Background: an optimization exercise with open tools, aiming at small area, a short achievable clock period and few clock cycles per item. Do not read the settings as production practice.
Power and IR drop assume default switching activity.

==> flow/design.v <==
`default_nettype none
package sprw_pkg;
    typedef logic [8-1:0]             byte_t;
    typedef logic [16-1:0]             lane_t;
    typedef logic [32-1:0]             word_t;
    typedef logic [4*16-1:0] lanes_t;
    typedef enum logic [3:0] {
        LANE_PASS = 4'd0,
        LANE_ADD  = 4'd1,
        LANE_SUB  = 4'd2,
        LANE_MOVE = 4'd3,
        LANE_MAX  = 4'd4,
        LANE_MIN  = 4'd5,
        LANE_AND  = 4'd6,
        LANE_OR   = 4'd7,
        LANE_XOR  = 4'd8,
        LANE_NAND = 4'd9,
        LANE_NOR  = 4'd10,
        LANE_XNOR = 4'd11
    } lane_fn_t;
    typedef enum logic [2:0] {
        RED_NONE = 3'd0,
        RED_SUM  = 3'd1,
        RED_MAX  = 3'd2,
        RED_MIN  = 3'd3,
        RED_XOR  = 3'd4
    } red_fn_t;
endpackage
`default_nettype wire
`timescale 1ns/1ps
`default_nettype none
module sprw_top (
    input  logic        clk,
    input  logic        rstn,
    input  logic        in_valid,
    input  logic [31:0] ra,
    input  logic [31:0] rb,
    input  logic [4:0]  op1,
    input  logic [2:0]  op2,
    output logic        out_valid,
    output logic [31:0] result
);
    logic lg, f_add, f_sub, f_max, f_mn, f_move, f_arith_d, f_mm_d, f_min_d, sub_m_d, sign_d, sat_d;
    logic [3:0] t_d;
    assign lg      = op1[4] & op1[3];
    assign f_add   = ~lg & (op1[2:0] == 3'b001);
    assign f_sub   = ~lg & (op1[2:0] == 3'b010);
    assign f_max   = ~lg & (op1[2:0] == 3'b101);
    assign f_mn    = ~lg & (op1[2:0] == 3'b110);
    assign f_move  = ~lg & (op1[2:0] == 3'b011);
    assign f_arith_d = f_add | f_sub;
    assign f_mm_d  = f_max | f_mn;
    assign f_min_d = f_mn;
    assign sub_m_d = f_sub | f_mm_d;
    assign sign_d  = lg ? 1'b0 :
                     (f_arith_d | f_mm_d) ? ~op1[4] :
                     (~op2[2] & (op2 != 3'b000));
    assign sat_d   = ~lg & op1[3];
    always_comb begin
        if (lg) begin
            case (op1[2:0])
                3'b111:  t_d = 4'b1000;    
                3'b000:  t_d = 4'b1110;    
                3'b001:  t_d = 4'b0110;    
                3'b010:  t_d = 4'b0111;    
                3'b011:  t_d = 4'b0001;    
                3'b100:  t_d = 4'b1001;    
                default: t_d = 4'b1100;    
            endcase
        end else if (f_move)
            t_d = 4'b1010;                 
        else
            t_d = 4'b1100;                 
    end
    logic [31:0] pa, pb;
    logic        p_valid, f_arith, f_mm, f_min, sub_m, sign, sat;
    logic [3:0]  t;
    logic [2:0]  p_op2;
    always_ff @(posedge clk) begin
        p_valid <= rstn & in_valid;
        pa      <= ra;
        pb      <= rb;
        f_arith <= f_arith_d;
        f_mm    <= f_mm_d;
        f_min   <= f_min_d;
        sub_m   <= sub_m_d;
        sign    <= sign_d;
        sat     <= sat_d;
        t       <= t_d;
        p_op2   <= op2;
    end
    logic [9:0] l [4];
    always_comb begin
        for (int i = 0; i < 4; i++) begin
            logic [7:0] a, b, y;
            logic [9:0] ea, eb, r;
            logic [3:0] tl;
            logic       ov, c7, clo;
            a  = pa[8*i +: 8];
            b  = pb[8*i +: 8];
            ea = {{2{sign & a[7]}}, a};
            eb = {{2{sign & b[7]}}, b};
            r  = ea + (eb ^ {10{sub_m}}) + {9'd0, sub_m};
            if (f_mm)
                tl = (r[9] ^ f_min) ? 4'b1010 : 4'b1100;
            else
                tl = t;
            for (int j = 0; j < 8; j++)
                y[j] = tl[{a[j], b[j]}];
            if (sign) begin
                ov  = (r[9] != r[8]) | (r[8] != r[7]);
                c7  = r[9];
                clo = ~r[9];
            end else begin
                ov  = r[9] | r[8];
                c7  = ~r[9];
                clo = ~r[9];
            end
            if (f_arith) begin
                if (sat & ov)
                    l[i] = {{2{sign & c7}}, c7, {7{clo}}};
                else
                    l[i] = r;
            end else
                l[i] = {{2{sign & y[7]}}, y};
        end
    end
    logic [9:0] q [4];
    logic       q_valid, q_sat;
    logic [2:0] q_op2;
    always_ff @(posedge clk) begin
        q_valid <= rstn & p_valid;
        q_sat   <= sat;
        q_op2   <= p_op2;
        for (int i = 0; i < 4; i++)
            q[i] <= l[i];
    end
    logic        q_rsign;
    logic [11:0] x [4];
    logic [11:0] s1, c1, s2, c2, ssum;
    logic [2:0]  ncnt;
    logic [31:0] sum_w;
    logic [7:0]  xr;
    logic [9:0]  k [4];
    logic        s01, s23;
    logic [9:0]  w01, w23;
    logic [31:0] m_nxt;
    assign q_rsign = ~q_op2[2];
    always_comb begin
        for (int i = 0; i < 4; i++)
            x[i] = {{2{q[i][9]}}, q[i]};
        s1 = x[0] ^ x[1] ^ x[2];
        c1 = {(x[0][10:0] & x[1][10:0]) | (x[0][10:0] & x[2][10:0]) | (x[1][10:0] & x[2][10:0]), 1'b0};
        s2 = s1 ^ c1 ^ x[3];
        c2 = {(s1[10:0] & c1[10:0]) | (s1[10:0] & x[3][10:0]) | (c1[10:0] & x[3][10:0]), 1'b0};
    end
    assign ssum = s2 + c2;
    assign ncnt = 3'(q[0][9]) + 3'(q[1][9]) + 3'(q[2][9]) + 3'(q[3][9]);
    always_comb begin
        if (q_rsign) begin
            sum_w = {{20{ssum[11]}}, ssum};
            if (q_sat) begin
                if (~ssum[11] & (|ssum[10:7]))
                    sum_w = 32'd127;
                else if (ssum[11] & ~(&ssum[10:7]))
                    sum_w = 32'hffffff80;
            end
        end else begin
            sum_w = {13'd0, ncnt - 3'(ssum[11]), {4{ssum[11]}}, ssum};
            if (q_sat && (ncnt != 3'd0 || ssum[10:8] != 3'd0))
                sum_w = 32'd255;
        end
    end
    assign xr = q[0][7:0] ^ q[1][7:0] ^ q[2][7:0] ^ q[3][7:0];
    always_comb begin
        for (int i = 0; i < 4; i++)
            k[i] = {q[i][9] ^ q_rsign, q[i][8:0]};
    end
    assign s01 = (k[1] > k[0]) ^ q_op2[0];
    assign s23 = (k[3] > k[2]) ^ q_op2[0];
    assign w01 = s01 ? q[1] : q[0];
    assign w23 = s23 ? q[3] : q[2];
    always_comb begin
        case (q_op2)
            3'b001, 3'b101: m_nxt = sum_w;
            3'b010, 3'b110,
            3'b011, 3'b111: m_nxt = {12'd0, w23, w01};
            3'b100:         m_nxt = {24'd0, xr};
            default:        m_nxt = {q[3][7:0], q[2][7:0], q[1][7:0], q[0][7:0]};
        endcase
    end
    logic [31:0] m;
    logic        m_valid, m_mm, m_rsign, m_mn;
    always_ff @(posedge clk) begin
        m_valid <= rstn & q_valid;
        m       <= m_nxt;
        m_mm    <= q_op2[1];
        m_rsign <= q_rsign;
        m_mn    <= q_op2[0];
    end
    logic [9:0]  v01, v23, wf;
    logic        sf;
    logic [31:0] red;
    assign v01 = m[9:0];
    assign v23 = m[19:10];
    assign sf  = ({v23[9] ^ m_rsign, v23[8:0]} > {v01[9] ^ m_rsign, v01[8:0]}) ^ m_mn;
    assign wf  = sf ? v23 : v01;
    assign red = m_mm ? {{16{m_rsign & wf[9]}}, {6{wf[9]}}, wf} : m;
    always_ff @(posedge clk) begin
        out_valid <= rstn & m_valid;
        result    <= red;
    end
endmodule
`default_nettype wire
==> flow/config.mk <==
export PLATFORM = sky130hd
export DESIGN_NAME = sprw_top
export DESIGN_NICKNAME = sprw_top
export VERILOG_FILES = /design/flow/design.v
export SDC_FILE = /design/flow/constraint.sdc
export NUM_CORES = 4
export LEC_CHECK = 0
export CAP_MARGIN = 20
export CORE_MARGIN = 2
export CORE_UTILIZATION = 40
export SETUP_SLACK_MARGIN = 2.5
export SLEW_MARGIN = 20
==> flow/constraint.sdc <==
create_clock -name core_clock -period 6.5 [get_ports {clk}]
set_input_delay 1.3000 -clock core_clock [delete_from_list [all_inputs] [get_ports {clk}]]
set_output_delay 1.3000 -clock core_clock [all_outputs]
set_load 0.01 [all_outputs]
standard.sh (not shown) runs the stock make flow with config.mk's settings and CLKGATE_MAP_FILE= SYNTH_SCRIPT=/design/flow/synth_recipe.tcl, a recipe that flattens the netlist after the stock synthesis.
==> flow/flow/run.sh <==
#!/bin/bash
set -euo pipefail
W=$PWD
D=$(cat $W/flow/abc_delay_ps)
cat > $W/my_synth.tcl <<EOS
proc abc {args} {
  set i [lsearch -exact \$args -script]
  if {\$i >= 0} { lset args [expr {\$i + 1}] $W/flow/abc.script }
  set j [lsearch -exact \$args -D]
  if {\$j >= 0} { lset args [expr {\$j + 1}] $D } else { lappend args -D $D }
  yosys abc {*}\$args
}
EOS
cat $W/synth_recipe.tcl >> $W/my_synth.tcl
bash $W/standard.sh SYNTH_SCRIPT=$W/my_synth.tcl finish > $W/standard.log 2>&1
==> flow/flow/abc.script <==
strash
dc2
dch -f
map {D}
topo
buffer -c
upsize -c {D}
dnsize -c {D}
==> flow/flow/abc_delay_ps <==
2500
Edit:
--- a/flow/design.v
+++ b/flow/design.v
@@ -39,8 +39,35 @@
     input  logic [2:0]  op2,
     output logic        out_valid,
     output logic [31:0] result
 );
+    function automatic logic [11:0] pfx_add(input logic [11:0] x, input logic [11:0] y, input logic ci);
+        logic [11:0] p, g, pp, gg;
+        p  = x ^ y;
+        g  = x & y;
+        gg = g;
+        gg[0] = g[0] | (p[0] & ci);
+        pp = p;
+        for (int d = 1; d < 12; d = d * 2)
+            for (int i = 11; i >= d; i--) begin
+                gg[i] = gg[i] | (pp[i] & gg[i-d]);
+                pp[i] = pp[i] & pp[i-d];
+            end
+        pfx_add[0] = p[0] ^ ci;
+        for (int i = 1; i < 12; i++)
+            pfx_add[i] = p[i] ^ gg[i-1];
+    endfunction
+    function automatic logic pfx_gt(input logic [9:0] x, input logic [9:0] y);
+        logic [9:0] pp, gg;
+        pp = x | ~y;
+        gg = x & ~y;
+        for (int d = 1; d < 10; d = d * 2)
+            for (int i = 9; i >= d; i--) begin
+                gg[i] = gg[i] | (pp[i] & gg[i-d]);
+                pp[i] = pp[i] & pp[i-d];
+            end
+        pfx_gt = gg[9];
+    endfunction
     logic lg, f_add, f_sub, f_max, f_mn, f_move, f_arith_d, f_mm_d, f_min_d, sub_m_d, sign_d, sat_d;
     logic [3:0] t_d;
     assign lg      = op1[4] & op1[3];
     assign f_add   = ~lg & (op1[2:0] == 3'b001);
@@ -99,9 +126,9 @@
             a  = pa[8*i +: 8];
             b  = pb[8*i +: 8];
             ea = {{2{sign & a[7]}}, a};
             eb = {{2{sign & b[7]}}, b};
-            r  = ea + (eb ^ {10{sub_m}}) + {9'd0, sub_m};
+            r  = 10'(pfx_add({2'b00, ea}, {2'b00, eb ^ {10{sub_m}}}, sub_m));
             if (f_mm)
                 tl = (r[9] ^ f_min) ? 4'b1010 : 4'b1100;
             else
                 tl = t;
@@ -153,9 +180,9 @@
         c1 = {(x[0][10:0] & x[1][10:0]) | (x[0][10:0] & x[2][10:0]) | (x[1][10:0] & x[2][10:0]), 1'b0};
         s2 = s1 ^ c1 ^ x[3];
         c2 = {(s1[10:0] & c1[10:0]) | (s1[10:0] & x[3][10:0]) | (c1[10:0] & x[3][10:0]), 1'b0};
     end
-    assign ssum = s2 + c2;
+    assign ssum = pfx_add(s2, c2, 1'b0);
     assign ncnt = 3'(q[0][9]) + 3'(q[1][9]) + 3'(q[2][9]) + 3'(q[3][9]);
     always_comb begin
         if (q_rsign) begin
             sum_w = {{20{ssum[11]}}, ssum};
@@ -175,40 +202,27 @@
     always_comb begin
         for (int i = 0; i < 4; i++)
             k[i] = {q[i][9] ^ q_rsign, q[i][8:0]};
     end
-    assign s01 = (k[1] > k[0]) ^ q_op2[0];
-    assign s23 = (k[3] > k[2]) ^ q_op2[0];
+    assign s01 = pfx_gt(k[1], k[0]) ^ q_op2[0];
+    assign s23 = pfx_gt(k[3], k[2]) ^ q_op2[0];
     assign w01 = s01 ? q[1] : q[0];
     assign w23 = s23 ? q[3] : q[2];
     always_comb begin
         case (q_op2)
             3'b001, 3'b101: m_nxt = sum_w;
-            3'b010, 3'b110,
-            3'b011, 3'b111: m_nxt = {12'd0, w23, w01};
             3'b100:         m_nxt = {24'd0, xr};
             default:        m_nxt = {q[3][7:0], q[2][7:0], q[1][7:0], q[0][7:0]};
         endcase
     end
-    logic [31:0] m;
-    logic        m_valid, m_mm, m_rsign, m_mn;
-    always_ff @(posedge clk) begin
-        m_valid <= rstn & q_valid;
-        m       <= m_nxt;
-        m_mm    <= q_op2[1];
-        m_rsign <= q_rsign;
-        m_mn    <= q_op2[0];
-    end
-    logic [9:0]  v01, v23, wf;
+    logic [9:0]  wf;
     logic        sf;
     logic [31:0] red;
-    assign v01 = m[9:0];
-    assign v23 = m[19:10];
-    assign sf  = ({v23[9] ^ m_rsign, v23[8:0]} > {v01[9] ^ m_rsign, v01[8:0]}) ^ m_mn;
-    assign wf  = sf ? v23 : v01;
-    assign red = m_mm ? {{16{m_rsign & wf[9]}}, {6{wf[9]}}, wf} : m;
+    assign sf  = pfx_gt({w23[9] ^ q_rsign, w23[8:0]}, {w01[9] ^ q_rsign, w01[8:0]}) ^ q_op2[0];
+    assign wf  = sf ? w23 : w01;
+    assign red = q_op2[1] ? {{16{q_rsign & wf[9]}}, {6{wf[9]}}, wf} : m_nxt;
     always_ff @(posedge clk) begin
-        out_valid <= rstn & m_valid;
+        out_valid <= rstn & q_valid;
         result    <= red;
     end
 endmodule
 `default_nettype wire
The changed run finished clean.
First-iteration DRC count went up by 19%.
Critical path depth went up by 5.
Maximum frequency went down by 14%.
Synthesized cell count went down by about 13%.
Combinational power went up by about 5%.
Setup slack is worse by 0.62 ns.
Wire length went down by 8.4%.
Global-route usage went up by 1.1 points.
Final area went down by 11%.
Register-to-register slack is worse by 0.62 ns.
Clock power hardly moves.
Die area went down by about 16%.
No functional check of the RTL was part of any run of this note.

re-timing with driven ports:
In the flow no input, the clock included, has a driving cell. The finished layouts below were timed again as built, in two steps.
Step 1 assumes that a clkbuf_16 drives the clock port and a buf_2 every other input.
Step 2 times the ports against the registers' clock, not the clock port: input delays grow and output delays shrink by t, the midpoint of the rising clock arrivals with the driver on.
Slacks: ideal / step 1 / step 2; pairs: ideal / step 1.
run | t, ns | setup slack, ns | worst hold slack (ns) | worst setup path after step 2 | clock arrival spread, ns
the first run | 0.492 | 2.532 / 2.532 / 2.532 | 0.330 / 0.330 / 0.330 | register to register | 0.014 / 0.014
the second run | 0.472 | 1.908 / 1.908 / 1.908 | 0.327 / 0.327 / 0.327 | register to register | 0.013 / 0.013
After both steps setup and hold are still met in every run listed.
